Background: an optimization exercise with open tools, aiming at small area, a short achievable clock period and few clock cycles. Do not read the settings as production practice. The RTL was checked by simulation tests, not by an equivalence proof against the original design. Power figures rest on the tool's default switching activity, not on a simulated workload.

`design/flow/design.v`:
```
`default_nettype none
package kms_pkg;
    localparam int MAX_FRAMES  = 256;
    localparam int IDX_W       = $clog2(MAX_FRAMES);
    localparam int CNT_W       = $clog2(MAX_FRAMES + 1);
    localparam int MEAN_W      = 16;
    localparam int RATIO_W     = 17;
    localparam int MINRUN_W    = 9;
    localparam int RUN_W       = (CNT_W > MINRUN_W) ? CNT_W : MINRUN_W;
    localparam int OUT_IDX_W   = 8;
    localparam int PADDR_W     = 4;
    localparam int PDATA_W     = 32;
    localparam int QUEUE_DEPTH = 4;
    localparam int QPTR_W      = $clog2(QUEUE_DEPTH);
    localparam logic [RATIO_W-1:0]  RATIO_MAX      = 17'd65536;
    localparam logic [MEAN_W-1:0]   DARK_RESET     = 16'd2560;
    localparam logic [RATIO_W-1:0]  MOTION_RESET   = 17'd3277;
    localparam logic [RATIO_W-1:0]  STABLE_RESET   = 17'd655;
    localparam logic [MINRUN_W-1:0] MINRUN_RESET   = 9'd3;
    typedef enum logic [1:0] {
        REG_DARK   = 2'd0,
        REG_MOTION = 2'd1,
        REG_STABLE = 2'd2,
        REG_MINRUN = 2'd3
    } t_reg_idx;
    typedef enum logic [1:0] {
        ST_LOAD,
        ST_SCAN,
        ST_FINISH
    } t_state;
    typedef struct packed {
        logic               usable;
        logic [RATIO_W-1:0] ratio;
        logic               last;
    } t_entry;
    typedef struct packed {
        logic               usable;
        logic [RATIO_W-1:0] ratio;
    } t_frame;
    typedef struct packed {
        logic [RATIO_W-1:0]  motion_thr;
        logic [RATIO_W-1:0]  stable_thr;
        logic [MINRUN_W-1:0] min_run;
    } t_scan_cfg;
    typedef struct packed {
        logic [OUT_IDX_W-1:0] before_frame;
        logic [OUT_IDX_W-1:0] after_frame;
        logic [RATIO_W-1:0]   peak_ratio;
        logic                 overflow;
    } t_result;
endpackage
`default_nettype wire
`default_nettype none
module keyframe_motion_selector (
    input  wire logic                             i_clk,
    input  wire logic                             i_rst_n,
    input  wire logic                             i_in_valid,
    output logic                                  o_in_ready,
    input  wire logic [kms_pkg::MEAN_W-1:0]       i_frame_mean,
    input  wire logic                             i_frame_empty,
    input  wire logic [kms_pkg::RATIO_W-1:0]      i_change_to_next,
    input  wire logic                             i_last_frame,
    output logic                                  o_out_valid,
    input  wire logic                             i_out_ready,
    output logic [kms_pkg::OUT_IDX_W-1:0]         o_before_frame,
    output logic [kms_pkg::OUT_IDX_W-1:0]         o_after_frame,
    output logic [kms_pkg::RATIO_W-1:0]           o_peak_ratio,
    output logic                                  o_overflow,
    input  wire logic                             psel,
    input  wire logic                             penable,
    input  wire logic                             pwrite,
    input  wire logic [kms_pkg::PADDR_W-1:0]      paddr,
    input  wire logic [kms_pkg::PDATA_W-1:0]      pwdata,
    output logic [kms_pkg::PDATA_W-1:0]           prdata,
    output logic                                  pready
);
    function automatic logic ge17(input logic [16:0] a, input logic [16:0] b);
        logic c;
        integer i;
        c = 1'b1;
        for (i = 0; i < 17; i = i + 1) begin
            c = (a[i] & ~b[i]) | ((a[i] | ~b[i]) & c);
        end
        ge17 = c;
    endfunction
    function automatic logic ge17t(input logic [16:0] a, input logic [16:0] b);
        logic [31:0] g;
        logic [31:0] p;
        integer i;
        integer w;
        for (i = 0; i < 32; i = i + 1) begin
            if (i < 17) begin
                g[i] = a[i] & ~b[i];
                p[i] = a[i] | ~b[i];
            end else begin
                g[i] = 1'b0;
                p[i] = 1'b1;
            end
        end
        g[0] = p[0];
        for (w = 1; w < 32; w = w * 2) begin
            for (i = 0; i + w < 32; i = i + 2 * w) begin
                g[i] = g[i + w] | (p[i + w] & g[i]);
                p[i] = p[i + w] & p[i];
            end
        end
        ge17t = g[0];
    endfunction
    logic [15:0] r_dark_thr;
    logic [16:0] r_motion_thr;
    logic [16:0] r_stable_thr;
    logic [8:0]  r_min_run;
    logic [16:0] r_prdata;
    assign pready = 1'b1;
    always_ff @(posedge i_clk) begin
        if (!i_rst_n) begin
            r_dark_thr   <= kms_pkg::DARK_RESET;
            r_motion_thr <= kms_pkg::MOTION_RESET;
            r_stable_thr <= kms_pkg::STABLE_RESET;
            r_min_run    <= kms_pkg::MINRUN_RESET;
        end else if (psel && penable && pwrite) begin
            case (paddr[3:2])
                2'd0: r_dark_thr   <= pwdata[15:0];
                2'd1: r_motion_thr <= pwdata[16:0];
                2'd2: r_stable_thr <= pwdata[16:0];
                default: r_min_run <= pwdata[8:0];
            endcase
        end
    end
    always_ff @(posedge i_clk) begin
        case (paddr[3:2])
            2'd0: r_prdata <= {1'b0, r_dark_thr};
            2'd1: r_prdata <= r_motion_thr;
            2'd2: r_prdata <= r_stable_thr;
            default: r_prdata <= {8'd0, r_min_run};
        endcase
    end
    assign prdata = {15'd0, r_prdata};
    logic        r_out_valid;
    logic [8:0]  r_cnt;         
    logic        r_pu;          
    logic        r_pm;          
    logic        r_ps;          
    logic [8:0]  r_rem;         
    logic        r_any_u;
    logic        r_any_m;
    logic        r_locked;      
    logic [7:0]  r_before;
    logic [7:0]  r_after;
    logic [16:0] r_peak;
    logic        r_over;
    logic        r_fresh;       
    logic        accept;
    logic        u;
    logic [16:0] ratio;
    logic        gt_peak;
    logic        kept;
    logic        fresh;
    logic [7:0]  k;
    logic        pm_link;       
    logic        ps_link;       
    logic [8:0]  rem_dec;
    logic [8:0]  rem_start;
    logic        q_u;           
    logic        aft_we_u;
    logic        aft_we_n;
    logic        bef_we_u;
    logic        first_m_u;
    logic        contrib;
    logic [16:0] peak_base;
    assign o_in_ready = !r_out_valid;
    assign accept     = i_in_valid && !r_out_valid;
    always_comb begin
        u       = !i_frame_empty && ge17t({1'b0, i_frame_mean}, {1'b0, r_dark_thr});
        ratio   = i_change_to_next[16] ? 17'h10000 : i_change_to_next;
        kept    = !r_cnt[8];
        k       = r_cnt[7:0];
        fresh   = r_fresh;
        pm_link = r_pu && r_pm;
        ps_link = r_pu && r_ps && !r_pm;
        rem_dec   = (r_rem == 9'd0) ? 9'd0 : (r_rem - 9'd1);
        rem_start = (r_min_run == 9'd0) ? 9'd0 : (r_min_run - 9'd1);
        q_u     = (r_any_m || pm_link) &&
                  (ps_link ? (r_rem[8:1] == 8'd0) : (r_min_run[8:1] == 8'd0));
        aft_we_u  = q_u || pm_link || !r_locked;
        aft_we_n  = !r_locked && !r_any_u;
        first_m_u = pm_link && !r_any_m;
        bef_we_u  = fresh || first_m_u || !r_any_u;
        contrib   = !i_last_frame && (k != 8'hFF);
        peak_base = fresh ? 17'd0 : r_peak;
        gt_peak   = !r_peak[16] &&
                    (i_change_to_next[16] || !ge17t({1'b0, r_peak[15:0]}, {1'b0, i_change_to_next[15:0]}));
    end
    always_ff @(posedge i_clk) begin
        if (!i_rst_n) begin
            r_cnt    <= 9'd0;
            r_fresh  <= 1'b1;
            r_pu     <= 1'b0;
            r_any_u  <= 1'b0;
            r_any_m  <= 1'b0;
            r_locked <= 1'b0;
        end else if (accept) begin
            if (i_last_frame) begin
                r_fresh  <= 1'b1;
                r_cnt    <= 9'd0;
                r_pu     <= 1'b0;
                r_any_u  <= 1'b0;
                r_any_m  <= 1'b0;
                r_locked <= 1'b0;
            end else if (kept) begin
                r_cnt    <= r_cnt + 9'd1;
                r_fresh  <= 1'b0;
                r_pu     <= u;
                r_any_u  <= r_any_u || u;
                r_any_m  <= r_any_m || (u && pm_link);
                r_locked <= u ? (q_u || (r_locked && !pm_link)) : r_locked;
            end
        end
    end
    always_ff @(posedge i_clk) begin
        if (accept && kept) begin
            r_pm  <= ge17(ratio, r_motion_thr);
            r_ps  <= ge17(r_stable_thr, ratio);
            r_rem <= ps_link ? rem_dec : rem_start;    
            if (u ? aft_we_u : aft_we_n) begin
                r_after <= k;
            end
            if (u ? bef_we_u : fresh) begin
                r_before <= first_m_u ? (k - 8'd1) : k;
            end
            r_peak <= (contrib && (fresh || gt_peak)) ? ratio : peak_base;
        end
        if (accept) begin
            r_over <= !kept || (r_over && !fresh);
        end
    end
    always_ff @(posedge i_clk) begin
        if (!i_rst_n) begin
            r_out_valid <= 1'b0;
        end else if (accept && i_last_frame) begin
            r_out_valid <= 1'b1;
        end else if (i_out_ready) begin
            r_out_valid <= 1'b0;
        end
    end
    assign o_out_valid    = r_out_valid;
    assign o_before_frame = r_before;
    assign o_after_frame  = r_after;
    assign o_peak_ratio   = r_peak;
    assign o_overflow     = r_over;
endmodule
`default_nettype wire
```
`design/flow/config.mk`:
```
export PLATFORM = sky130hd
export DESIGN_NAME = keyframe_motion_selector
export DESIGN_NICKNAME = keyframe_motion_selector
export VERILOG_FILES = /design/flow/design.v
export SDC_FILE = /design/flow/constraint.sdc
export NUM_CORES = 4
export LEC_CHECK = 0
export ABC_AREA = 1
export CAP_MARGIN = 20
export CORE_MARGIN = 2
export CORE_UTILIZATION = 45
export PLACE_DENSITY = 0.6
export SETUP_SLACK_MARGIN = 4.3
export SLEW_MARGIN = 20
export SYNTH_MEMORY_MAX_BITS = 8192
```
`design/flow/flow/run.sh`:
```
#!/bin/bash
set -euo pipefail
export BUFFER_PORTS_ARGS="-buffer_cell sky130_fd_sc_hd__buf_1"
export CTS_ARGS="-sink_clustering_enable -repair_clock_nets -dont_use_dummy_load -buf_list sky130_fd_sc_hd__clkbuf_8"
bash standard.sh > standard.log 2>&1
```
`design/flow/constraint.sdc`:
```
create_clock -name core_clock -period 6.5 [get_ports {i_clk}]
set_input_delay 1.3000 -clock core_clock [delete_from_list [all_inputs] [get_ports {i_clk}]]
set_output_delay 1.3000 -clock core_clock [all_outputs]
set_load 0.01 [all_outputs]
```
`design/flow/standard.sh`:
```
#!/bin/bash
# synth_recipe.tcl (not shown) runs the flow's synth.tcl, then flattens the netlist and writes it again
# the make line also repeats each setting of config.mk as NAME=value (left out here)
make -C /OpenROAD-flow-scripts/flow DESIGN_CONFIG=/design/flow/config.mk WORK_HOME=/design/flow/orfs CLKGATE_MAP_FILE= SYNTH_SCRIPT=/design/flow/synth_recipe.tcl "${@:-finish}"
```
==> impl_metrics.py, run 1 <==
metrics = {
    "timing": {
        "rsz0062_at_grt": "yes",
        "fin_ws_ps": 3740,
        "fin_crit_ps": 2760,
        "hold_viol": 0,
        "finalSetupViolations": 0,
        "tns_ps": 0,
        "fmax_mhz": 362,
        "finalMaxSlewViolations": 0,
        "whs_ps": 472,
        "tightest_slew_ps": 497,
        "relSlewSlack_pct": 66.7,
        "skew_ps": 17.0,
        "fin_crit_sh_pct": 42.5,
    },
    "drt": {
        "routed_wl_microns": 17700,
        "routed-via-count": 6025,
        "dr.pass1.iters": 5,
        "drt_iter0_drc": 519,
        "wl_per_cell_microns": 14.9,
        "drc": 0,
        "ant_nets": 0,
        "vias_per_cell": 5.09,
    },
    "final_layout": {
        "drive_gt1_share_pct": 22.7,
        "layout.cells.non_filler": 1184,
        "area_growth_pct": 28.4,
        "nNetsFinal": 1084,
        "final_core_util_pct": 58.5,
        "final_cell_mix": "nand2_1, inv_1, dfxtp_1",
        "final_common_cell": "nand2_1",
        "diodes": 0,
        "final_area_sq_um": 8430,
    },
    "placed_design": {
        "globalplace.congestion": 0.864,
        "placedCellCount": 1114,
        "dpl-instance-area_sq_um": 7270,
        "post-place-ws_ps": 2640,
        "hpwl_microns": 12200,
        "portBuffers": 113,
    },
    "synth": {
        "avgSynthCellArea_sq_um": 7.83,
        "synth-main-ff-cell": "dfxtp_1",
        "yosysTopAreaCell": "dfxtp_1",
        "ys_top_cells_by_area": "dfxtp_1, edfxtp_1, nand2_1",
        "ys_seq_area_share_pct": 48.3,
        "async_reset_ff_share_pct": 0,
        "ys_types": 42,
        "synthCells": 839,
        "synth_edf_count": 45,
        "synth.top_cell.area_share_pct": 27.7,
        "ys_warn_count": 1,
        "ys_seq_elements": 136,
        "synth_area_sq_um": 6570,
    },
    "critical_path": {
        "critPathSlowestCell": "or2_1",
        "r2r_end": "r_peak[14]",
        "crit_end": "r_peak[14]",
        "critPathRequiredTime_ps": 6650,
        "crit_chain": "buf_12 -> inv_8 -> or2_1 -> o2111ai_2 -> a31oi_1 -> o22ai_1 -> nand2_1 -> nand2_1 -> a21oi_2 -> nor2_1 -> nor2_2 -> o21ai_2 -> nand2_4 -> a21oi_4 -> buf_12",
        "path_class": "in -> reg",
        "cp_slowest_stage_delay_ps": 210,
        "r2r_start": "r_peak[1]",
        "rr_worst_depth": 15,
        "rrSetupSlack_ps": 4210,
        "worstPathMaxFanout": 17,
        "cp-end-kind": "register",
        "path_buf_inv": 3,
        "crit_arrival_ps": 2920,
        "crit_path_start": "i_change_to_next[2]",
        "cp.depth": 15,
        "crit_family": "compound AO/OA/AOI/OAI gates",
        "critPathLaunchType": "primary input",
    },
    "cts": {
        "cts_buffers": 17,
        "clock-sinks": 136,
        "cts_tree": "built",
        "worstSkewPairLatency_ps": 460,
        "root_buffer": "clkbuf_8",
        "htree_levels": 4,
        "clockBufferDepth": 2,
        "cts_hold_buf": 0,
        "clk_pin_slew_ps": 80,
    },
    "power": {
        "power.leakage_nw": 3.53,
        "ir_worst_vdd_mv": 0.120,
        "power.density_nw_per_um2": 206,
        "total_power_mw": 1.73,
    },
    "grt": {
        "grt_usage_pct": 22.8,
        "overflow": 0,
        "grt_pass1_vias": 5492,
        "grt_first_pass_wirelength_microns": 28300,
        "grt_max_degree": 69,
        "antenna_found_initial": 0,
    },
    "floorplanning": {
        "initial_core_util_pct": 45.5,
        "fp.dieW_microns": 125,
        "core_sq_um": 14400,
        "die_area_sq_um": 15600,
        "num_rows": 44,
        "ios": 147,
        "fp.dieH_microns": 125,
    },
    "min_path": {
        "hold_class": "reg -> reg",
    },
    "status": {
        "status": "finished clean",
    },
    "job": {
        "maxCapViolations": 0,
    },
}
## routing by layer
| layer | track usage, % | vias to the layer above | wire [microns] |
|---|---|---|---|
| li1 | - | 3081 | - |
| met1 | 33.7 | 2724 | 8930 |
| met2 | 33.8 | 193 | 7520 |
| met3 | 3.95 | 27 | 939 |
| met4 | 7.97 | 0 | 315 |
| met5 | 0 | - | 0 |
## layout make-up
| cell class | instances | area [sq um] |
|---|---|---|
| repair buffers | 162 | 1080 |
| repair inverters | 5 | 32.5 |
| clock buffers | 17 | 234 |
| flip-flops and latches | 136 | 3180 |
| fillers | 1336 | 5990 |
| multi-input cells | 559 | 3150 |
| well taps | 184 | 230 |
| inverters | 121 | 527 |
## flip-flops by register name, indices dropped and copies added (netlist names)
| register | flops |
|---|---|
| r_motion_thr | 17 |
| r_peak | 17 |
| r_prdata | 17 |
| r_stable_thr | 17 |
| r_dark_thr | 16 |
| r_cnt | 9 |
| r_min_run | 9 |
| r_rem | 9 |
| r_after | 8 |
| r_before | 8 |
| r_any_m | 1 |
| r_any_u | 1 |
| r_fresh | 1 |
| r_locked | 1 |
| r_out_valid | 1 |
| r_over | 1 |
| r_pm | 1 |
| r_ps | 1 |
| r_pu | 1 |
## worst register-to-register path: stages, from the launching register on
cell	delay [ps]
edfxtp_1	400
buf_4	160
nand2_2	50
nand3b_1	90
o2111ai_2	70
a31oi_1	110
o22ai_1	140
nand2_1	80
nand2_1	80
a21oi_2	50
nor2_1	120
nor2_2	60
o21ai_2	150
nand2_4	90
a21oi_4	180
buf_12	170
## report_power, final
group          internal (mW)  total [mW]  switching [mW]
sequential             0.921       0.941          0.0200
combinational          0.117       0.286           0.169
clock                  0.230       0.507           0.278
## repair_timing
| action | in CTS | in global routing |
|---|---|---|
| buffers inserted | 32 | 14 |
| gates resized for setup | 103 | 63 |
| endpoints found under the setup margin | 183 | 135 |
| pin swaps | 12 | 13 |
| hold endpoints to repair | 0 | 0 |
| gates cloned | 6 | 1 |
## cell usage after synthesis (all sizes together) (3+ instances only)
cell    count
a21oi      47
a221oi      9
a31oi       4
buf        20
clkbuf     17
dfxtp      91
edfxtp     45
ha          4
inv       121
nand2     151
nand3      51
nand4       3
nor2      106
nor3       10
o211ai     15
o21ai      71
o221ai      7
o22ai      21
or2        13
xnor2       5
xor2       13
## how the worst min path moves through the flow
| stage | from | to | cells past startpoint |
|---|---|---|---|
| 6_report | r_cnt[7] | r_after[7] | 0 |
| 5_1_grt | r_cnt[7] | r_after[7] | 0 |
| 4_1_cts | r_cnt[7] | r_after[7] | 0 |
| 3_5_place_dp | r_cnt[7] | r_after[7] | 0 |
| 3_3_place_gp | r_cnt[7] | r_after[7] | 0 |
| 2_1_floorplan | r_cnt[7] | r_after[7] | 0 |
## cells by family (layout without fill, tap and decap cells)
kind of cell	count (synthesis)	count (layout)	synth area share (%)
buffers and inverters	158	305	10.2
DFF	136	136	48.3
and+or+nand+nor	336	336	21.5
AOI/OAI and AO/OA	185	185	16.8
other	2	16	0.114
adders and majority gates	4	4	0.762
xor gates and xnor gates	18	18	2.40
Testbench counts, summed over its fixed seeds: cycles 9,176.
==> inputs of run 2 (changes only) <==
--- a/design/flow/design.v
+++ b/design/flow/design.v
@@ -136,7 +136,37 @@
         endcase
     end
     assign prdata = {15'd0, r_prdata};
+    logic        r_in_ready;
     logic        r_out_valid;
+    logic        a_valid;
+    logic        a_u;
+    logic [16:0] a_r;
+    logic        a_last;
+    logic        adv;           
+    logic        out_valid_n;
+    logic        a_valid_n;
+    assign o_in_ready  = r_in_ready;
+    assign adv         = a_valid && (!r_out_valid || i_out_ready);
+    assign out_valid_n = (adv && a_last) || (r_out_valid && !i_out_ready);
+    assign a_valid_n   = (i_in_valid && r_in_ready) || (a_valid && !adv);
+    always_ff @(posedge i_clk) begin
+        if (!i_rst_n) begin
+            a_valid     <= 1'b0;
+            r_out_valid <= 1'b0;
+            r_in_ready  <= 1'b1;
+        end else begin
+            a_valid     <= a_valid_n;
+            r_out_valid <= out_valid_n;
+            r_in_ready  <= !(a_valid_n && out_valid_n);
+        end
+    end
+    always_ff @(posedge i_clk) begin
+        if (r_in_ready) begin
+            a_u    <= !i_frame_empty && ge17({1'b0, i_frame_mean}, {1'b0, r_dark_thr});
+            a_r    <= i_change_to_next[16] ? 17'h10000 : i_change_to_next;
+            a_last <= i_last_frame;
+        end
+    end
     logic [8:0]  r_cnt;         
     logic        r_pu;          
     logic        r_pm;          
@@ -150,9 +180,9 @@
     logic [16:0] r_peak;
     logic        r_over;
     logic        r_fresh;       
-    logic        accept;
     logic        u;
     logic [16:0] ratio;
+    logic        last;
     logic        gt_peak;
     logic        kept;
     logic        fresh;
@@ -168,11 +198,10 @@
     logic        first_m_u;
     logic        contrib;
     logic [16:0] peak_base;
-    assign o_in_ready = !r_out_valid;
-    assign accept     = i_in_valid && !r_out_valid;
     always_comb begin
-        u       = !i_frame_empty && ge17t({1'b0, i_frame_mean}, {1'b0, r_dark_thr});
-        ratio   = i_change_to_next[16] ? 17'h10000 : i_change_to_next;
+        u       = a_u;
+        ratio   = a_r;
+        last    = a_last;
         kept    = !r_cnt[8];
         k       = r_cnt[7:0];
         fresh   = r_fresh;
@@ -186,10 +215,9 @@
         aft_we_n  = !r_locked && !r_any_u;
         first_m_u = pm_link && !r_any_m;
         bef_we_u  = fresh || first_m_u || !r_any_u;
-        contrib   = !i_last_frame && (k != 8'hFF);
+        contrib   = !last && (k != 8'hFF);
         peak_base = fresh ? 17'd0 : r_peak;
-        gt_peak   = !r_peak[16] &&
-                    (i_change_to_next[16] || !ge17t({1'b0, r_peak[15:0]}, {1'b0, i_change_to_next[15:0]}));
+        gt_peak   = !ge17t(r_peak, ratio);
     end
     always_ff @(posedge i_clk) begin
         if (!i_rst_n) begin
@@ -199,8 +227,8 @@
             r_any_u  <= 1'b0;
             r_any_m  <= 1'b0;
             r_locked <= 1'b0;
-        end else if (accept) begin
-            if (i_last_frame) begin
+        end else if (adv) begin
+            if (last) begin
                 r_fresh  <= 1'b1;
                 r_cnt    <= 9'd0;
                 r_pu     <= 1'b0;
@@ -218,7 +246,7 @@
         end
     end
     always_ff @(posedge i_clk) begin
-        if (accept && kept) begin
+        if (adv && kept) begin
             r_pm  <= ge17(ratio, r_motion_thr);
             r_ps  <= ge17(r_stable_thr, ratio);
             r_rem <= ps_link ? rem_dec : rem_start;    
@@ -230,17 +258,8 @@
             end
             r_peak <= (contrib && (fresh || gt_peak)) ? ratio : peak_base;
         end
-        if (accept) begin
+        if (adv) begin
             r_over <= !kept || (r_over && !fresh);
-        end
-    end
-    always_ff @(posedge i_clk) begin
-        if (!i_rst_n) begin
-            r_out_valid <= 1'b0;
-        end else if (accept && i_last_frame) begin
-            r_out_valid <= 1'b1;
-        end else if (i_out_ready) begin
-            r_out_valid <= 1'b0;
         end
     end
     assign o_out_valid    = r_out_valid;
==> design/flow/flow/run.sh (replaced) <==
#!/bin/bash
set -euo pipefail
export BUFFER_PORTS_ARGS="-buffer_cell sky130_fd_sc_hd__buf_1"
export CTS_ARGS="-sink_clustering_enable -repair_clock_nets -dont_use_dummy_load -buf_list sky130_fd_sc_hd__clkbuf_8 -sink_clustering_size 30"
bash standard.sh > standard.log 2>&1
--- a/design/flow/config.mk
+++ b/design/flow/config.mk
@@ -10,6 +10,6 @@
 export CORE_MARGIN = 2
 export CORE_UTILIZATION = 45
 export PLACE_DENSITY = 0.6
-export SETUP_SLACK_MARGIN = 4.3
+export SETUP_SLACK_MARGIN = 4.1
 export SLEW_MARGIN = 20
 export SYNTH_MEMORY_MAX_BITS = 8192
==> impl_metrics.py, run 2 <==
metrics = {
    "drt": {
        "drt_iter0_drc": 391,
        "wl_per_cell_microns": 14.0,
        "dr.pass1.iters": 5,
        "routed_wl_microns": 17500,
        "routed-via-count": 6134,
        "drc": 0,
        "ant_nets": 0,
        "vias_per_cell": 4.90,
    },
    "critical_path": {
        "worstPathMaxFanout": 2,
        "path_class": "reg -> out",
        "critPathLaunchType": "register",
        "r2r_start": "r_peak[2]",
        "cp-end-kind": "primary output",
        "critPathRequiredTime_ps": 5200,
        "r2r_end": "r_peak[1]",
        "crit_path_start": "r_in_ready",
        "crit_arrival_ps": 1060,
        "rrSetupSlack_ps": 4330,
        "rr_worst_depth": 12,
    },
    "final_layout": {
        "layout.cells.non_filler": 1252,
        "diodes": 0,
        "final_cell_mix": "nand2_1, inv_1, buf_1",
        "drive_gt1_share_pct": 8.88,
        "final_common_cell": "nand2_1",
        "area_growth_pct": 15.9,
        "nNetsFinal": 1120,
    },
    "timing": {
        "hold_viol": 0,
        "fin_crit_sh_pct": 36.3,
        "fin_crit_ps": 2360,
        "finalSetupViolations": 0,
        "finalMaxSlewViolations": 0,
        "tightest_slew_ps": 756,
        "relSlewSlack_pct": 49.6,
        "skew_ps": 26.3,
        "tns_ps": 0,
        "rsz0062_at_grt": "yes",
        "fmax_mhz": 424,
    },
    "floorplanning": {
        "ios": 147,
        "fp.dieW_microns": 132,
        "initial_core_util_pct": 46.2,
        "core_sq_um": 15900,
        "num_rows": 46,
        "fp.dieH_microns": 132,
        "die_area_sq_um": 17300,
    },
    "synth": {
        "avgSynthCellArea_sq_um": 8.11,
        "synthCells": 904,
        "synth.top_cell.area_share_pct": 26.2,
        "ys_top_cells_by_area": "edfxtp_1, dfxtp_1, nand2_1",
        "synth_xor_area_share_pct": 2.39,
        "ys_warn_count": 1,
        "synth-simple-area-share_pct": 18.2,
        "ys_seq_elements": 157,
        "synth_top_family_by_area": "simple AND/OR/NAND/NOR gates",
        "synth_area_sq_um": 7330,
        "synth.mux.area_fraction_pct": 0,
        "synth_commonest_cells": "nand2_1, inv_1, dfxtp_1",
        "synth_edf_count": 64,
        "synth-main-ff-cell": "dfxtp_1",
        "yosysTopAreaCell": "edfxtp_1",
        "async_reset_ff_share_pct": 0,
        "synth_most_common_cell": "nand2_1",
        "ys_seq_area_share_pct": 51.6,
        "synth_compound_area_share_pct": 15.8,
        "synthAdderAreaFrac_pct": 0.682,
        "ys_types": 43,
    },
    "cts": {
        "worstSkewPairLatency_ps": 460,
        "clock-sinks": 157,
        "clockBufferDepth": 2,
        "clk_pin_slew_ps": 70,
        "root_buffer": "clkbuf_8",
        "cts_buffers": 17,
        "cts_tree": "built",
        "htree_levels": 4,
    },
    "placed_design": {
        "portBuffers": 113,
        "globalplace.congestion": 0.841,
        "placedCellCount": 1214,
        "hpwl_microns": 12600,
    },
    "min_path": {
        "hp-start": "r_pu",
        "hold_class": "reg -> reg",
        "holdPathEnd": "r_pu",
        "min_path_cells": 2,
    },
    "grt": {
        "grt_max_degree": 67,
        "antenna_found_initial": 0,
        "grt_usage_pct": 20.7,
        "grt_first_pass_wirelength_microns": 28100,
        "overflow": 0,
        "grt_pass1_vias": 5666,
    },
    "power": {
        "power.leakage_nw": 3.58,
        "ir_worst_vdd_mv": 0.125,
        "power.density_nw_per_um2": 218,
        "total_power_mw": 1.86,
    },
    "status": {
        "status": "finished clean",
    },
    "job": {
        "maxCapViolations": 0,
    },
}
## run 2: changes by cell type after synthesis, moves of 5 or more
cell / delta
or2_2: -8
inv_1: +40
o22ai_1: +15
nand3_1: -27
edfxtp_1: +19
o21ai_0: +5
nand2_1: +22
nor2_2: +11
nor2_1: -16
## run 2: where the power goes
part	internal (mW)	leakage (nW)	total, mW	switching, mW
clock network	0.230	0.122	0.536	0.306
logic	0.0748	2.05	0.224	0.149
registers	1.07	1.41	1.10	0.0251
## run 2: layout make-up
cell class                 instances  area [sq um]
clock buffer                      17           234
fill                            1565          7390
inverter                         164           646
multi-input combinational        562          2910
sequential                       157          3790
tap                              216           270
timing repair buffer             133           633
timing repair inverter             3          20.0
## run 2: repair_timing
item,4_1_cts,5_1_grt
resized for setup,17,14
hold buffers,0,0
setup endpoints to repair,90,73
gates cloned,3,3
buffers inserted,12,3
pin swaps,3,2
## run 2: through the flow
step / setup WS (ps) / util, % / hold WS, ps / cell area, sq um
2_1_floorplan: 3960 / - / 439 / 7460
3_3_place_gp: 2860 / 50.2 / 455 / 7980
3_5_place_dp: 2780 / 50.2 / 482 / 7980
4_1_cts: 3990 / 53.0 / 492 / 8410
5_1_grt: 4030 / 53.5 / 510 / 8500
6_report: 4140 / 53.5 / 487 / 8500
## run 2: cells by family (layout without fill, tap and decap cells)
logic type                 after synthesis  in the layout
xor gates and xnor gates                20             20
and+or+nand+nor                        322            324
DFF                                    157            157
AOI/OAI and AO/OA                      198            198
other                                    2             16
buffers and inverters                  201            317
adders and majority gates                4              4
## run 2: how the worst max path moves through the flow
stage               slack [ps]          endpoint  cells after the start
global route              4030               a_u                     21
CTS                       3990   r_stable_thr[4]                      8
detailed placement        2780  r_stable_thr[12]                      8
finish                    4140        o_in_ready                      2
global placement          2860   r_stable_thr[4]                      8
floorplan                 3960        r_after[0]                      8
## run 2: worst max-delay path: stages, from the launching register on
cell	delay (ps)
dfxtp_4	350
buf_12	120
buf_2	130
## run 2: per-layer routing
layer	track usage [%]	share of wire [%]
met4	6.70	1.0
met1	27.2	47
met3	3.82	4.0
met5	0	0
met2	34.4	48
Testbench counts of run 2, summed over its fixed seeds: cycles 9,182.
==> inputs of run 3 (changes only) <==
--- a/design/flow/design.v
+++ b/design/flow/design.v
@@ -74,39 +74,39 @@
     output logic [kms_pkg::PDATA_W-1:0]           prdata,
     output logic                                  pready
 );
-    function automatic logic ge17(input logic [16:0] a, input logic [16:0] b);
+    function automatic logic carry17(input logic [16:0] x, input logic [16:0] y, input logic cin);
         logic c;
         integer i;
-        c = 1'b1;
+        c = cin;
         for (i = 0; i < 17; i = i + 1) begin
-            c = (a[i] & ~b[i]) | ((a[i] | ~b[i]) & c);
-        end
-        ge17 = c;
+            c = (x[i] & y[i]) | ((x[i] | y[i]) & c);
+        end
+        carry17 = c;
     endfunction
-    function automatic logic ge17t(input logic [16:0] a, input logic [16:0] b);
+    function automatic logic carry17t(input logic [16:0] x, input logic [16:0] y, input logic cin);
         logic [31:0] g;
         logic [31:0] p;
         integer i;
         integer w;
         for (i = 0; i < 32; i = i + 1) begin
             if (i < 17) begin
-                g[i] = a[i] & ~b[i];
-                p[i] = a[i] | ~b[i];
+                g[i] = x[i] & y[i];
+                p[i] = x[i] | y[i];
             end else begin
                 g[i] = 1'b0;
                 p[i] = 1'b1;
             end
         end
-        g[0] = p[0];
+        g[0] = g[0] | (p[0] & cin);
         for (w = 1; w < 32; w = w * 2) begin
             for (i = 0; i + w < 32; i = i + 2 * w) begin
                 g[i] = g[i + w] | (p[i + w] & g[i]);
                 p[i] = p[i + w] & p[i];
             end
         end
-        ge17t = g[0];
+        carry17t = g[0];
     endfunction
-    logic [15:0] r_dark_thr;
+    logic [15:0] r_dark_n;      
     logic [16:0] r_motion_thr;
     logic [16:0] r_stable_thr;
     logic [8:0]  r_min_run;
@@ -114,13 +114,13 @@
     assign pready = 1'b1;
     always_ff @(posedge i_clk) begin
         if (!i_rst_n) begin
-            r_dark_thr   <= kms_pkg::DARK_RESET;
+            r_dark_n     <= ~kms_pkg::DARK_RESET;
             r_motion_thr <= kms_pkg::MOTION_RESET;
             r_stable_thr <= kms_pkg::STABLE_RESET;
             r_min_run    <= kms_pkg::MINRUN_RESET;
         end else if (psel && penable && pwrite) begin
             case (paddr[3:2])
-                2'd0: r_dark_thr   <= pwdata[15:0];
+                2'd0: r_dark_n     <= ~pwdata[15:0];
                 2'd1: r_motion_thr <= pwdata[16:0];
                 2'd2: r_stable_thr <= pwdata[16:0];
                 default: r_min_run <= pwdata[8:0];
@@ -129,7 +129,7 @@
     end
     always_ff @(posedge i_clk) begin
         case (paddr[3:2])
-            2'd0: r_prdata <= {1'b0, r_dark_thr};
+            2'd0: r_prdata <= {1'b0, ~r_dark_n};
             2'd1: r_prdata <= r_motion_thr;
             2'd2: r_prdata <= r_stable_thr;
             default: r_prdata <= {8'd0, r_min_run};
@@ -140,13 +140,15 @@
     logic        r_out_valid;
     logic        a_valid;
     logic        a_u;
-    logic [16:0] a_r;
+    logic [16:0] a_rn;          
     logic        a_last;
     logic        adv;           
+    logic        a_load;        
     logic        out_valid_n;
     logic        a_valid_n;
     assign o_in_ready  = r_in_ready;
-    assign adv         = a_valid && (!r_out_valid || i_out_ready);
+    assign adv         = a_valid && !r_out_valid;
+    assign a_load      = !(a_valid && r_out_valid);
     assign out_valid_n = (adv && a_last) || (r_out_valid && !i_out_ready);
     assign a_valid_n   = (i_in_valid && r_in_ready) || (a_valid && !adv);
     always_ff @(posedge i_clk) begin
@@ -161,9 +163,9 @@
         end
     end
     always_ff @(posedge i_clk) begin
-        if (r_in_ready) begin
-            a_u    <= !i_frame_empty && ge17({1'b0, i_frame_mean}, {1'b0, r_dark_thr});
-            a_r    <= i_change_to_next[16] ? 17'h10000 : i_change_to_next;
+        if (a_load) begin
+            a_u    <= !i_frame_empty && carry17t({1'b0, i_frame_mean}, {1'b1, r_dark_n}, 1'b1);
+            a_rn   <= ~(i_change_to_next[16] ? 17'h10000 : i_change_to_next);
             a_last <= i_last_frame;
         end
     end
@@ -200,24 +202,24 @@
     logic [16:0] peak_base;
     always_comb begin
         u       = a_u;
-        ratio   = a_r;
+        ratio   = ~a_rn;
         last    = a_last;
         kept    = !r_cnt[8];
         k       = r_cnt[7:0];
         fresh   = r_fresh;
         pm_link = r_pu && r_pm;
         ps_link = r_pu && r_ps && !r_pm;
-        rem_dec   = (r_rem == 9'd0) ? 9'd0 : (r_rem - 9'd1);
-        rem_start = (r_min_run == 9'd0) ? 9'd0 : (r_min_run - 9'd1);
+        rem_dec   = (r_rem == 9'd1) ? 9'd1 : (r_rem - 9'd1);
+        rem_start = {r_min_run[8:1], r_min_run[0] || (r_min_run[8:1] == 8'd0)};
         q_u     = (r_any_m || pm_link) &&
-                  (ps_link ? (r_rem[8:1] == 8'd0) : (r_min_run[8:1] == 8'd0));
+                  (ps_link ? ((r_rem[8:2] == 7'd0) && !(r_rem[1] && r_rem[0])) : (r_min_run[8:1] == 8'd0));
         aft_we_u  = q_u || pm_link || !r_locked;
         aft_we_n  = !r_locked && !r_any_u;
         first_m_u = pm_link && !r_any_m;
         bef_we_u  = fresh || first_m_u || !r_any_u;
         contrib   = !last && (k != 8'hFF);
         peak_base = fresh ? 17'd0 : r_peak;
-        gt_peak   = !ge17t(r_peak, ratio);
+        gt_peak   = !carry17t(r_peak, a_rn, 1'b1);     
     end
     always_ff @(posedge i_clk) begin
         if (!i_rst_n) begin
@@ -247,8 +249,8 @@
     end
     always_ff @(posedge i_clk) begin
         if (adv && kept) begin
-            r_pm  <= ge17(ratio, r_motion_thr);
-            r_ps  <= ge17(r_stable_thr, ratio);
+            r_pm  <= !carry17(a_rn, r_motion_thr, 1'b0);    
+            r_ps  <= carry17(r_stable_thr, a_rn, 1'b1);     
             r_rem <= ps_link ? rem_dec : rem_start;    
             if (u ? aft_we_u : aft_we_n) begin
                 r_after <= k;
==> impl_metrics.py, run 3 <==
metrics = {
    "power": {
        "p_int_mw": 1.37,
        "power.density_nw_per_um2": 227,
        "p_switching_uw": 463,
        "seq_power_share_pct": 60.2,
        "p_comb_share_pct": 10.5,
        "switching_share_pct": 25.3,
        "p_clk_share_pct": 29.3,
        "ir_worst_vdd_mv": 0.117,
        "power.leakage_nw": 3.29,
        "total_power_mw": 1.83,
    },
    "cts": {
        "cts_buffers": 17,
        "cts_hold_buf": 0,
        "clock-sinks": 157,
        "clockBufferDepth": 2,
        "root_buffer": "clkbuf_8",
        "worstSkewPairLatency_ps": 450,
        "clk_pin_slew_ps": 80,
        "cts_tree": "built",
        "htree_levels": 4,
    },
    "placed_design": {
        "placedCellCount": 1141,
        "hpwl_microns": 12300,
        "portBuffers": 113,
        "globalplace.congestion": 0.894,
    },
    "synth": {
        "ys_top_cells_by_area": "edfxtp_1, dfxtp_1, nand2_1",
        "synth-simple-area-share_pct": 16.5,
        "synthCells": 834,
        "ys_types": 46,
        "synth_commonest_cells": "nand2_1, inv_1, dfxtp_1",
        "ys_seq_elements": 157,
        "synth_compound_area_share_pct": 18.2,
        "synth_xor_area_share_pct": 1.61,
        "synth.top_cell.area_share_pct": 27.1,
        "synth_most_common_cell": "nand2_1",
        "synth.mux.area_fraction_pct": 0,
        "synth_area_sq_um": 7090,
        "synthAdderAreaFrac_pct": 1.02,
        "synth_edf_count": 64,
        "avgSynthCellArea_sq_um": 8.50,
        "async_reset_ff_share_pct": 0,
        "synth-main-ff-cell": "dfxtp_1",
        "yosysTopAreaCell": "edfxtp_1",
        "ys_warn_count": 1,
        "synth_top_family_by_area": "compound AO/OA/AOI/OAI gates",
        "ys_seq_area_share_pct": 53.4,
    },
    "critical_path": {
        "crit_chain": "clkbuf_2",
        "path_class": "reg -> out",
        "critPathLaunchType": "register",
        "cp-end-kind": "primary output",
        "worstPathMaxFanout": 3,
        "crit_arrival_ps": 1060,
        "critPathSlowestCell": "edfxtp_1",
        "cp_slowest_stage_delay_ps": 440,
        "crit_family": "flip-flops",
        "critPathRequiredTime_ps": 5200,
        "path_buf_inv": 1,
    },
    "drt": {
        "m1WireLength_microns": 7990,
        "drc": 0,
        "dr.pass1.iters": 5,
        "routed_wl_microns": 16900,
        "vias_per_cell": 5.09,
        "met2_length_microns": 7750,
        "ant_nets": 0,
        "wl_per_cell_microns": 14.5,
        "wl_met3_microns": 924,
        "top_layer": "met4",
        "routed-via-count": 5941,
        "drt_iter0_drc": 413,
    },
    "timing": {
        "tns_ps": 0,
        "skew_ps": 18.8,
        "fin_crit_sh_pct": 36.2,
        "fin_crit_ps": 2360,
        "finalMaxSlewViolations": 0,
        "fmax_mhz": 425,
        "tightest_slew_ps": 884,
        "whs_ps": 488,
        "rsz0062_at_grt": "yes",
        "relSlewSlack_pct": 40.9,
        "finalSetupViolations": 0,
        "hold_viol": 0,
    },
    "final_layout": {
        "multi_input_area_sq_um": 2800,
        "final_common_cell": "nand2_1",
        "drive_gt1_share_pct": 7.94,
        "area_growth_pct": 13.8,
        "nNetsFinal": 1042,
        "fillCellCount": 1508,
        "final_cell_mix": "nand2_1, buf_1, inv_1",
        "diodes": 0,
        "layout.cells.non_filler": 1168,
        "regArea_sq_um": 3780,
    },
    "grt": {
        "grt_usage_pct": 20.1,
        "antenna_found_initial": 0,
        "grt_max_degree": 51,
        "overflow": 0,
        "grt_first_pass_wirelength_microns": 26000,
        "grt_pass1_vias": 5252,
    },
    "floorplanning": {
        "core_sq_um": 15300,
        "initial_core_util_pct": 46.3,
        "fp.dieW_microns": 130,
        "ios": 147,
        "fp.dieH_microns": 130,
        "num_rows": 45,
        "die_area_sq_um": 16800,
    },
    "status": {
        "status": "finished clean",
    },
    "min_path": {
        "hold_class": "reg -> reg",
    },
    "job": {
        "maxCapViolations": 0,
    },
}
run 3: through the flow:
stage	setup WS, ps	util [%]	instance area, sq um
after floorplan	4040	-	7160
after global placement	3270	50.1	7670
after detailed placement	3290	50.1	7670
after CTS	4120	52.0	7960
after global routing	4030	52.7	8070
final	4140	52.7	8070
run 3: area by class of cell:
type | instances | area share (%)
well taps | 211 | 3.27
repair buffers | 124 | 6.30
clock buffers | 17 | 2.90
multi-input cells | 535 | 34.7
flip-flops and latches | 157 | 46.9
repair inverters | 1 | 0.0931
inverters | 123 | 5.79
run 3: logic make-up (layout without fill, tap and decap cells):
kind of cell,after synthesis,in the layout
simple gates,283,284
xor+xnor,13,13
fa+ha+maj,6,6
flops,157,157
buf+inv,157,265
other cells,2,16
compound gates,216,216
run 3: routing by layer:
layer | global-route usage, % | up-vias
li1 | - | 3029
met1 | 27.0 | 2737
met2 | 32.3 | 157
met3 | 5.45 | 18
met4 | 5.76 | 0
met5 | 0 | -
run 3: path summary, 6_finish.rpt:
check	to	startpoint	slack [ps]	depth (start not counted)
worst min-delay path	r_dark_n[4]	r_dark_n[4]	490	2
worst max-delay path	o_peak_ratio[16]	r_peak[16]	4140	1
worst max register to register	r_peak[6]	a_rn[3]	4300	13
worst min register to register	r_dark_n[4]	r_dark_n[4]	490	2
run 3: power by group through the flow:
stage	Sequential, mW	Combinational, mW	Clock, mW
CTS	1.10	0.186	0.551
global placement	1.12	0.181	0
global route	1.11	0.217	0.594
detailed placement	1.12	0.182	0
finish	1.10	0.193	0.536
floorplan	1.13	0.116	0
run 3: what timing repair did:
item | CTS | global route
pin swaps | 1 | 2
cloned | 0 | 2
setup endpoints to repair | 69 | 65
gates resized for setup | 10 | 11
buffers inserted | 2 | 6
Testbench counts of run 3, summed over its fixed seeds: cycles 9,184.
==> inputs of run 4 (changes only) <==
--- a/design/flow/design.v
+++ b/design/flow/design.v
@@ -199,7 +199,6 @@
     logic        bef_we_u;
     logic        first_m_u;
     logic        contrib;
-    logic [16:0] peak_base;
     always_comb begin
         u       = a_u;
         ratio   = ~a_rn;
@@ -218,7 +217,6 @@
         first_m_u = pm_link && !r_any_m;
         bef_we_u  = fresh || first_m_u || !r_any_u;
         contrib   = !last && (k != 8'hFF);
-        peak_base = fresh ? 17'd0 : r_peak;
         gt_peak   = !carry17t(r_peak, a_rn, 1'b1);     
     end
     always_ff @(posedge i_clk) begin
@@ -252,17 +250,29 @@
             r_pm  <= !carry17(a_rn, r_motion_thr, 1'b0);    
             r_ps  <= carry17(r_stable_thr, a_rn, 1'b1);     
             r_rem <= ps_link ? rem_dec : rem_start;    
-            if (u ? aft_we_u : aft_we_n) begin
-                r_after <= k;
-            end
-            if (u ? bef_we_u : fresh) begin
-                r_before <= first_m_u ? (k - 8'd1) : k;
-            end
-            r_peak <= (contrib && (fresh || gt_peak)) ? ratio : peak_base;
-        end
-        if (adv) begin
-            r_over <= !kept || (r_over && !fresh);
-        end
+        end
+    end
+    logic       aft_load;
+    logic       bef_load;
+    logic       pk_take;
+    logic       pk_keep;
+    logic [7:0] bef_d;
+    always_comb begin
+        aft_load = adv && kept && (u ? aft_we_u : aft_we_n);
+        bef_load = adv && kept && (u ? bef_we_u : fresh);
+        bef_d    = first_m_u ? (k - 8'd1) : k;
+        pk_take  = adv && kept && contrib && (fresh || gt_peak);
+        pk_keep  = !pk_take && !(adv && kept && fresh);
+    end
+    always_ff @(posedge i_clk) begin
+        if (aft_load) begin
+            r_after <= k;
+        end
+        if (bef_load) begin
+            r_before <= bef_d;
+        end
+        r_peak   <= ({17{pk_take}} & ratio) | ({17{pk_keep}} & r_peak);
+        r_over   <= (adv && !kept) || (r_over && !(adv && fresh));
     end
     assign o_out_valid    = r_out_valid;
     assign o_before_frame = r_before;
==> impl_metrics.py, run 4 <==
metrics = {
    "drt": {
        "drt_iter0_drc": 341,
        "dr.pass1.iters": 5,
        "drc": 0,
        "wl_per_cell_microns": 14.2,
        "ant_nets": 0,
        "routed_wl_microns": 17100,
        "routed-via-count": 6007,
        "vias_per_cell": 4.98,
    },
    "timing": {
        "fmax_mhz": 431,
        "finalSetupViolations": 0,
        "whs_ps": 470,
        "hold_viol": 0,
        "finalMaxSlewViolations": 0,
        "relSlewSlack_pct": 38.3,
        "fin_ws_ps": 4180,
        "fin_crit_ps": 2320,
        "fin_crit_sh_pct": 35.7,
        "rsz0062_at_grt": "no",
        "tns_ps": 0,
        "skew_ps": 32.4,
        "tightest_slew_ps": 924,
    },
    "synth": {
        "synth-main-ff-cell": "dfxtp_1",
        "ys_seq_area_share_pct": 50.5,
        "synth_edf_count": 46,
        "synth-simple-area-share_pct": 18.8,
        "ys_warn_count": 1,
        "synth_compound_area_share_pct": 18.2,
        "synth_xor_area_share_pct": 1.60,
        "synth_top_family_by_area": "simple AND/OR/NAND/NOR gates",
        "synthCells": 877,
        "synthAdderAreaFrac_pct": 0.877,
        "ys_types": 46,
        "ys_top_cells_by_area": "dfxtp_1, edfxtp_1, nand2_1",
        "async_reset_ff_share_pct": 0,
        "avgSynthCellArea_sq_um": 8.13,
        "synth_area_sq_um": 7130,
        "synth.mux.area_fraction_pct": 0,
        "synth.top_cell.area_share_pct": 31.2,
        "synth_commonest_cells": "nand2_1, inv_1, dfxtp_1",
        "synth_most_common_cell": "nand2_1",
        "ys_seq_elements": 157,
        "yosysTopAreaCell": "dfxtp_1",
    },
    "cts": {
        "cts_hold_buf": 0,
        "htree_levels": 4,
        "clk_pin_slew_ps": 80,
        "worstSkewPairLatency_ps": 460,
        "root_buffer": "clkbuf_8",
        "clock-sinks": 157,
        "cts_buffers": 17,
        "clockBufferDepth": 2,
        "cts_tree": "built",
    },
    "final_layout": {
        "multi_input_area_sq_um": 2940,
        "regArea_sq_um": 3600,
        "final_cell_mix": "nand2_1, inv_1, buf_1",
        "final_common_cell": "nand2_1",
        "drive_gt1_share_pct": 6.46,
        "area_growth_pct": 12.4,
        "nNetsFinal": 1076,
        "diodes": 0,
        "fillCellCount": 1593,
        "layout.cells.non_filler": 1207,
    },
    "floorplanning": {
        "ios": 147,
        "core_sq_um": 15700,
        "initial_core_util_pct": 45.4,
        "num_rows": 46,
        "die_area_sq_um": 16900,
        "fp.dieH_microns": 130,
        "fp.dieW_microns": 130,
    },
    "placed_design": {
        "globalplace.congestion": 0.837,
        "post-place-ws_ps": 3280,
        "placedCellCount": 1186,
        "portBuffers": 113,
        "hpwl_microns": 12500,
    },
    "power": {
        "p_int_mw": 1.35,
        "power.density_nw_per_um2": 227,
        "seq_power_share_pct": 59.5,
        "total_power_mw": 1.82,
        "power.leakage_nw": 3.34,
        "switching_share_pct": 25.9,
        "ir_worst_vdd_mv": 0.141,
        "p_comb_share_pct": 11.0,
        "p_switching_uw": 472,
        "p_clk_share_pct": 29.6,
    },
    "critical_path": {
        "critPathSlowestCell": "dfxtp_1",
        "crit_chain": "buf_1",
        "critPathLaunchType": "register",
        "rrSetupSlack_ps": 4420,
        "cp_slowest_stage_delay_ps": 400,
        "crit_arrival_ps": 1020,
        "worstPathMaxFanout": 4,
        "critPathRequiredTime_ps": 5200,
        "crit_family": "flip-flops",
        "path_buf_inv": 1,
        "path_class": "reg -> out",
        "cp-end-kind": "primary output",
    },
    "grt": {
        "grtUsageMet2_pct": 35.8,
        "grt_max_degree": 48,
        "overflow": 0,
        "antenna_found_initial": 0,
        "grt_pass1_vias": 5361,
        "grt_usage_pct": 20.8,
        "grt_first_pass_wirelength_microns": 27000,
        "grt-busiest-layer": "met2",
        "met1_usage_pct": 26.4,
        "grtUsageMet3_pct": 4.72,
    },
    "status": {
        "status": "finished clean",
    },
    "job": {
        "maxCapViolations": 0,
    },
    "min_path": {
        "hold_class": "reg -> reg",
    },
}
-- run 4: cell types whose count changed in the layout (fill, tap and decap cells not counted), moves of 12 or more --
| cell | delta |
|---|---|
| nand2_1 | +24 |
| dfxtp_1 | +18 |
| edfxtp_1 | -18 |
| nand3_1 | +18 |
| nor2_2 | -13 |
| nand2_2 | +12 |
-- run 4: through the flow --
stage / area (sq um) / util, %
global placement: 7680 / 48.9
finish: 8020 / 51.0
floorplan: 7200 / -
CTS: 7960 / 50.6
detailed placement: 7680 / 48.9
global route: 8020 / 51.0
-- run 4: final cells by class --
type,instances,area share [%]
Tap cell,216,3.37
Timing Repair Buffer,120,6.01
Sequential cell,157,44.9
Multi-Input combinational cell,572,36.7
Inverter,125,6.07
Clock buffer,17,2.92
-- run 4: metal layers --
metal / part of all wire [%] / wire [microns]
met1: 44 / 7610
met2: 50 / 8560
met3: 4.3 / 734
met4: 1.1 / 195
met5: 0 / 0
-- run 4: logic make-up (layout without fill, tap and decap cells) --
family	after synthesis	in the layout
AOI/OAI and AO/OA	218	218
xor gates and xnor gates	13	13
adders and majority gates	5	5
buffers and inverters	162	262
DFF	157	157
other	2	16
and+or+nand+nor	320	320
-- run 4: path summary, 6_finish.rpt --
kind,cells past startpoint,from,end
max,1,r_peak[1],o_peak_ratio[1]
min,0,r_cnt[7],r_after[7]
max reg2reg,19,a_rn[1],r_pm
min reg2reg,0,r_cnt[7],r_after[7]
-- run 4: power groups by stage --
stage	Clock (mW)	Sequential [mW]	Combinational, mW
after global placement	0	1.11	0.193
after detailed placement	0	1.11	0.194
after CTS	0.551	1.08	0.197
after global routing	0.595	1.09	0.226
final	0.539	1.08	0.200
after floorplan	0	1.11	0.127
-- run 4: what timing repair did --
| action | CTS | global route |
|---|---|---|
| setup endpoints to repair | 95 | 62 |
| buffers inserted | 0 | 4 |
| hold endpoints to repair | 0 | 0 |
| cloned | 0 | 0 |
| pin swaps | 0 | 2 |
| gates resized for setup | 12 | 9 |
Testbench counts of run 4, summed over its fixed seeds: cycles 9,184.
==> inputs of run 5 (changes only) <==
--- a/design/flow/config.mk
+++ b/design/flow/config.mk
@@ -10,6 +10,6 @@
 export CORE_MARGIN = 2
 export CORE_UTILIZATION = 45
 export PLACE_DENSITY = 0.6
-export SETUP_SLACK_MARGIN = 4.1
+export SETUP_SLACK_MARGIN = 4.0
 export SLEW_MARGIN = 20
 export SYNTH_MEMORY_MAX_BITS = 8192
==> impl_metrics.py, run 5 <==
metrics = {
    "status": {
        "status": "finished clean",
    },
    "drt": {
        "drt_iter0_drc": 391,
        "ant_nets": 0,
        "routed_wl_microns": 16900,
        "dr.pass1.iters": 5,
        "routed-via-count": 5959,
        "vias_per_cell": 4.94,
        "drc": 0,
        "wl_per_cell_microns": 14.0,
    },
    "grt": {
        "grt_pass1_vias": 5355,
        "grt_max_degree": 48,
        "grt_first_pass_wirelength_microns": 26900,
        "overflow": 0,
        "grt_usage_pct": 20.8,
        "antenna_found_initial": 0,
    },
    "synth": {
        "synth_compound_area_share_pct": 18.2,
        "ys_seq_elements": 157,
        "synth.top_cell.area_share_pct": 31.2,
        "synth_edf_count": 46,
        "synth_top_family_by_area": "simple AND/OR/NAND/NOR gates",
        "synthAdderAreaFrac_pct": 0.877,
        "ys_top_cells_by_area": "dfxtp_1, edfxtp_1, nand2_1",
        "synth_area_sq_um": 7130,
        "synth-simple-area-share_pct": 18.8,
        "yosysTopAreaCell": "dfxtp_1",
        "async_reset_ff_share_pct": 0,
        "ys_seq_area_share_pct": 50.5,
        "synth_xor_area_share_pct": 1.60,
        "synth.mux.area_fraction_pct": 0,
        "synthCells": 877,
        "synth-main-ff-cell": "dfxtp_1",
        "synth_most_common_cell": "nand2_1",
        "ys_types": 46,
        "avgSynthCellArea_sq_um": 8.13,
        "synth_commonest_cells": "nand2_1, inv_1, dfxtp_1",
        "ys_warn_count": 1,
    },
    "timing": {
        "fin_crit_sh_pct": 36.5,
        "rsz0062_at_grt": "no",
        "tns_ps": 0,
        "tightest_slew_ps": 929,
        "fin_crit_ps": 2370,
        "relSlewSlack_pct": 37.9,
        "skew_ps": 26.7,
        "finalMaxSlewViolations": 0,
        "hold_viol": 0,
        "finalSetupViolations": 0,
        "fmax_mhz": 421,
    },
    "floorplanning": {
        "initial_core_util_pct": 45.4,
        "num_rows": 46,
        "core_sq_um": 15700,
        "die_area_sq_um": 16900,
        "fp.dieH_microns": 130,
        "ios": 147,
        "fp.dieW_microns": 130,
    },
    "final_layout": {
        "drive_gt1_share_pct": 6.06,
        "final_core_util_pct": 50.8,
        "final_cell_mix": "nand2_1, inv_1, buf_1",
        "multi_input_area_sq_um": 2930,
        "nNetsFinal": 1075,
        "layout.cells.non_filler": 1206,
        "regArea_sq_um": 3600,
        "diodes": 0,
        "fillCellCount": 1625,
        "final_common_cell": "nand2_1",
        "area_growth_pct": 12.0,
    },
    "cts": {
        "htree_levels": 4,
        "worstSkewPairLatency_ps": 450,
        "cts_tree": "built",
        "clockBufferDepth": 2,
        "cts_buffers": 17,
        "root_buffer": "clkbuf_8",
        "cts_hold_buf": 0,
        "clk_pin_slew_ps": 70,
        "clock-sinks": 157,
    },
    "power": {
        "power.density_nw_per_um2": 227,
        "ir_worst_vdd_mv": 0.141,
        "p_comb_share_pct": 10.9,
        "p_clk_share_pct": 29.4,
        "total_power_mw": 1.82,
        "p_int_mw": 1.35,
        "p_switching_uw": 466,
        "switching_share_pct": 25.7,
        "seq_power_share_pct": 59.7,
        "power.leakage_nw": 3.33,
    },
    "min_path": {
        "hold_class": "reg -> reg",
    },
    "critical_path": {
        "cp_slowest_stage_delay_ps": 250,
        "cp-end-kind": "register",
        "cpMostUsedCell": "inv_1",
        "critPathRequiredTime_ps": 6820,
        "critPathSlowestCell": "buf_4",
        "path_class": "in -> reg",
        "worstPathMaxFanout": 16,
        "crit_chain": "buf_1 -> inv_1 -> nor2_1 -> buf_4 -> inv_1 -> nor2_1 -> inv_1 -> o21ai_0 -> a21oi_1",
        "crit_arrival_ps": 2700,
        "critPathLaunchType": "primary input",
    },
    "placed_design": {
        "placedCellCount": 1187,
        "hpwl_microns": 12400,
        "portBuffers": 113,
        "globalplace.congestion": 0.840,
    },
    "job": {
        "maxCapViolations": 0,
    },
}
run 5: changes by cell type in the layout (fill, tap and decap cells not counted):
| cell | change |
|---|---|
| clkbuf_2 | -1 |
| clkinv_2 | +2 |
| inv_4 | -1 |
| nor2_1 | +2 |
| clkinv_4 | -1 |
| nor2_4 | -2 |
| buf_1 | +1 |
| buf_6 | -1 |
run 5: timing repair:
action / CTS / global route
setup endpoints to repair: 64 / 35
cloned: 0 / 0
resized for setup: 10 / 6
pin swaps: 0 / 1
setup buffers: 0 / 2
run 5: area by class of cell:
class,instances,area share [%]
Clock buffer,17,2.93
Inverter,125,6.03
Multi-Input combinational cell,572,36.7
Sequential cell,157,45.1
Tap cell,216,3.38
Timing Repair Buffer,119,5.87
run 5: critical path, delay by kind of cell:
family	cells	cell delay [ps]
AND/OR/NAND/NOR	2	220
buffers and inverters	5	900
AO/OA/AOI/OAI	2	270
run 5: per-stage QoR:
step | hold slack (ps) | instance area (sq um) | worst slack [ps]
after global routing | 496 | 7990 | 4010
final | 471 | 7990 | 4130
after global placement | 445 | 7680 | 3270
after detailed placement | 460 | 7680 | 3230
after floorplan | 430 | 7190 | 4000
after CTS | 478 | 7960 | 4010
run 5: cell families after synthesis:
group	Yosys count
xor+xnor	13
compound gates	218
fa+ha+maj	5
flops	157
buf+inv	162
other cells	2
simple gates	320
run 5: worst paths after layout:
check	from	to	slack, ps	cells past startpoint
hold / removal	r_cnt[7]	r_after[7]	470	0
hold reg to reg	r_cnt[7]	r_after[7]	470	0
setup reg to reg	r_pm	r_after[2]	4310	6
setup / recovery	paddr[3]	r_stable_thr[10]	4130	9
run 5: routing by layer:
| metal | part of all wire, % | up-vias | GRT usage [%] |
|---|---|---|---|
| met5 | 0 | - | 0 |
| met4 | 1.6 | 0 | 6.39 |
| met3 | 4.2 | 20 | 5.00 |
| met2 | 49 | 122 | 35.1 |
| met1 | 45 | 2688 | 26.6 |
| li1 | - | 3129 | - |
run 5: power by group through the flow:
stage | logic, mW | clock network (mW) | registers [mW]
floorplan | 0.127 | 0 | 1.11
global placement | 0.192 | 0 | 1.11
detailed placement | 0.194 | 0 | 1.11
CTS | 0.197 | 0.548 | 1.08
global route | 0.226 | 0.590 | 1.09
finish | 0.198 | 0.535 | 1.08

==> separate check: timing with driven ports <==
The results above use ideal ports. As a check the final layouts listed here were re-extracted and re-timed, cells and wires unchanged.
Step 1: set_driving_cell puts a clkbuf_16 on i_clk and a buf_2 on each other input, an assumption about the parent block.
Step 2 moves the port delays by t, midway between the first and last clock arrival at a register: inputs arrive t later, outputs are due t later. That takes back most of the time a late clock gives input paths.
Three values: ideal, step 1, step 2; two values: the first two.
run | shift t [ns] | setup slack, ns | slew at the worst register clock pin (ns)
run 1 | 0.481 | 3.735 / 3.699 / 3.217 | 0.08 / 0.08
run 2 | 0.492 | 4.140 / 4.099 / 3.758 | 0.09 / 0.09
run 3 | 0.477 | 4.145 / 4.110 / 3.679 | 0.08 / 0.08
run 4 | 0.477 | 4.180 / 4.144 / 3.739 | 0.09 / 0.09
run 5 | 0.471 | 4.126 / 4.127 / 3.656 | 0.08 / 0.08
After both steps every run listed still meets setup and hold. For run 1, which loses most, drivers alone change the setup slack by -0.036 ns; drivers and shift together by -0.518 ns.
